Context: an optimization exercise on an open-source flow, tuned for small area and a short achievable clock period. The choices shown serve that exercise and are no tape-out recipe.
RTL that was checked went through simulation tests only; none was proved equivalent to the original.
No activity file was given, so power comes from the tool's default toggle rates.

Setup of the previous run:
==> flow/design.v (excerpt) <==
module fp16_fma_top (
    input  logic        clk,
    input  logic        rst_n,
    input  logic        in_valid,
    input  logic [15:0] a,
    input  logic [15:0] b,
    input  logic [15:0] c,
    output logic [15:0] result,
    output logic        out_valid
);
Size in the first run: roughly 420 flip-flops, about 68 I/O pins, roughly 22000 µm² of cells after synthesis.
==> flow/config.mk <==
export PLATFORM = sky130hd
export DESIGN_NAME = fp16_fma_top
export DESIGN_NICKNAME = fp16_fma_top
export VERILOG_FILES = /design/flow/design.v
export SDC_FILE = /design/flow/constraint.sdc
export NUM_CORES = 4
export LEC_CHECK = 0
export CAP_MARGIN = 20
export CORE_MARGIN = 2
export CORE_UTILIZATION = 65
export PLACE_DENSITY = 0.75
export SETUP_SLACK_MARGIN = 5.0
export SLEW_MARGIN = 20
==> flow/constraint.sdc <==
create_clock -name core_clock -period 8.0 [get_ports {clk}]
set_input_delay 1.6000 -clock core_clock [delete_from_list [all_inputs] [get_ports {clk}]]
set_output_delay 1.6000 -clock core_clock [all_outputs]
set_load 0.01 [all_outputs]
run.sh (not shown) runs the stock make flow with config.mk's settings and CLKGATE_MAP_FILE= SYNTH_SCRIPT=/design/flow/synth_recipe.tcl, a recipe that flattens the netlist after the stock synthesis.
The previous run closes out successfully: all stages finished, all timing, DRC and antenna checks passed.
Here is what was changed in the inputs of the current run compared with the previous run.
- SETUP_SLACK_MARGIN changed from 5.0 to 4.5
- CORE_UTILIZATION changed from 65 to 40
- PLACE_DENSITY removed (was 0.75)
### Flow results
- The current run: sum of net half-perimeters after detailed placement about 4.5% above the previous run
- In terms of total number of multi-input combinational cells, the current run and the previous run differ only marginally.
- Setup WNS the previous run -> the current run: worse
- The current run vs the previous run: first-iteration DRC count down by more than 10%
- Going from the previous run to the current run, relative contribution of combinational cells to total power shrinks by 1.0 points.
- There was hardly any difference in critical path depth between the previous run and the current run.
- Clock transition time at the flip-flop clock pins of the worst setup and hold paths essentially unchanged between the previous run and the current run.
- Est. power | the current run vs the previous run | the current run lower
- The previous run has higher count of clock-buffer cells in the layout than the current run.
No functional check of the RTL was part of any run of this note.

========
Setup of red:
fp16_fma_top, a different RTL version from the one above (not shown whole).
For scale: roughly 2300 cells after synthesis, about 390 flip-flops, roughly 21000 µm² of cells after synthesis.
==> flow/config.mk <==
export PLATFORM = sky130hd
export DESIGN_NAME = fp16_fma_top
export DESIGN_NICKNAME = fp16_fma_top
export VERILOG_FILES = /design/flow/design.v
export SDC_FILE = /design/flow/constraint.sdc
export NUM_CORES = 4
export LEC_CHECK = 0
export CAP_MARGIN = 20
export CORE_MARGIN = 2
export CORE_UTILIZATION = 40
export CTS_BUF_LIST = sky130_fd_sc_hd__clkbuf_4 sky130_fd_sc_hd__clkbuf_8
export SETUP_SLACK_MARGIN = 4.8
export SLEW_MARGIN = 20
==> flow/constraint.sdc <==
create_clock -name core_clock -period 8.0 [get_ports {clk}]
set_input_delay 1.6000 -clock core_clock [delete_from_list [all_inputs] [get_ports {clk}]]
set_output_delay 1.6000 -clock core_clock [all_outputs]
set_load 0.01 [all_outputs]
Changes in blue relative to red:
Settings: removing CTS_BUF_LIST (formerly sky130_fd_sc_hd__clkbuf_4 sky130_fd_sc_hd__clkbuf_8).
[summary]
- Compared blue against red; wire length within noise.
- Between red and blue, the difference in post-layout utilization of the core is negligible.
- Compared with red, blue shows non-clock buffer count that has gone up by a few percent.
- Taking red as the reference, in blue first-pass GRT wire length flat; highest achievable clock rate higher.
Here is what was changed in the inputs of green compared with blue.
Settings: swapping 4.8 for 5.0 in SETUP_SLACK_MARGIN; putting CTS_CLUSTER_SIZE at 28 where nothing was set; putting CTS_CLUSTER_DIAMETER at 100 where nothing was set; putting ABC_AREA at 1 where nothing was set.
Results
green went all the way through synthesis, placement and routing and the layout is clean on timing, DRC and antenna. The count of unique library cells instantiated by Yosys in green sits 24% below the value recorded for blue. Diff blue -> green: synthesis-to-layout area growth increased by 0.49 points relative to the old numbers, arrival time reported for the critical path endpoint decreased by 0.14 ns relative to the old numbers, total global routing track utilization increased by 0.80 points relative to the old numbers. Non-clock buffer count up 71 in green wrt blue. Initial cell density of the core was higher in the run labelled green. Global-route wire length before repair | green above blue.
Changes in orange relative to green:
Settings: ABC_AREA: 1 -> unset; SETUP_SLACK_MARGIN: 5.0 -> 4.8; CTS_CLUSTER_SIZE: 28 -> 20.
## What came out
Compared with green, orange shows a higher critical path depth. [orange] global-route wire length before repair fell about 5% relative to green. orange against green; met2 routed wirelength is down by a few percent. Diff orange..green | count of final hold-check violations | negligible. A critical path's slowest cell of sky130_fd_sc_hd__fa_2 is what orange shows, while sky130_fd_sc_hd__fa_1 belongs to green. Compare orange and green | effective utilization at floorplan higher: green. On orange: routability-driven placement congestion ratio is about 0.35% higher than what green gave.
[inputs] purple vs orange
Settings: CTS_CLUSTER_DIAMETER removed (was 100); SETUP_SLACK_MARGIN changed from 4.8 to 5.0; PLACE_DENSITY newly set to 0.75; CTS_CLUSTER_SIZE removed (was 20); CORE_UTILIZATION changed from 40 to 65.
## What came out
Lower clock power was reported by orange, not purple.
For the worst setup slack, purple came in 0.048 ns higher than orange did.
In the flow results for orange and purple, the fraction of final layout cells with drive strength greater than 1 is larger on purple.
Going from orange to purple, wire length saw an increase, number of sinks driven by the clock tree now sits at about the same level, met3 track demand over resource in global routing up 1.5 points, number of vias in the routed layout shows an increase of 5.7%.
The met1 global-route usage in purple sits 13 points above the value recorded for orange.
Wire length of the first global-routing pass for purple is higher than for orange.
Internal power of the cells, purple vs orange: up by more than 10%

========
juniper:
fp16_fma_top with an RTL version that a note above also has.
Size: about 2300 cells after synthesis, about 420 flip-flops, about 68 I/O pins.
clock: 8.0 ns
lec_check: 0
cap_margin: 20
core_margin: 2
core_utilization: 65
place_density: 0.75
setup_slack_margin: 4.8
slew_margin: 20
juniper: done, clean on timing, DRC and antenna
Inputs modified between juniper and tundra:
# juniper
export LEC_CHECK = 0
export CAP_MARGIN = 20
export CORE_MARGIN = 2
export CORE_UTILIZATION = 65
export PLACE_DENSITY = 0.75
export SETUP_SLACK_MARGIN = 4.8
export SLEW_MARGIN = 20
create_clock -name core_clock -period 8.0 [get_ports {clk}]
# tundra
export LEC_CHECK = 0
export CAP_MARGIN = 20
export CORE_MARGIN = 2
export CORE_UTILIZATION = 40
export SETUP_SLACK_MARGIN = 4.8
export SLEW_MARGIN = 20
create_clock -name core_clock -period 8.0 [get_ports {clk}]
## What came out
- Compared with juniper, in tundra clock skew flat, die area up about 60%.
- Looking at proportion of cell area occupied by multi-input gates, tundra sits 0.74 points below juniper.
- tundra has width of the die above what juniper had.
- tundra — final core utilization 28 points lower, juniper as reference
- tundra: total routing resource utilization after global routing lower than juniper
No run of this note included a check of the RTL's function; only the layout flow was run.

## port drivers added, routing unchanged
Ports are ideal in the flow. The routed layouts listed here were re-timed in OpenROAD. Step 1, drivers: a clkbuf_16 drives clk and a buf_2 each remaining input, both assumed. Step 2 adds t to the input delays and takes it off the output delays; t is the mean of the earliest and latest rising clock arrival at the registers after step 1. Input paths then give back, and output paths get back, about the clock's delay inside the block. Three values: no drivers, after step 1, after step 2; two values: the first two.
| run | t, ns | slack for setup (ns) | slew at the worst register clock pin (ns) |
|---|---|---|---|
| the previous run | 0.589 | 4.815 / 4.815 / 4.444 | 0.06 / 0.06 |
| the current run | 0.644 | 4.526 / 4.526 / 3.954 | 0.06 / 0.06 |
| red | 0.671 | 4.700 / 4.700 / 4.189 | 0.07 / 0.07 |
| blue | 0.617 | 4.713 / 4.713 / 4.220 | 0.07 / 0.07 |
| green | 0.611 | 4.839 / 4.839 / 4.314 | 0.11 / 0.11 |
| orange | 0.607 | 4.690 / 4.690 / 4.237 | 0.09 / 0.09 |
| purple | 0.594 | 4.738 / 4.738 / 4.444 | 0.07 / 0.07 |
| juniper | 0.588 | 4.663 / 4.663 / 4.263 | 0.06 / 0.06 |
| tundra | 0.621 | 4.768 / 4.768 / 4.238 | 0.06 / 0.06 |
After both steps setup and hold are still met in every run listed. For the current run, which loses most, drivers alone change the setup slack by 0.000 ns; drivers and shift together by -0.572 ns.
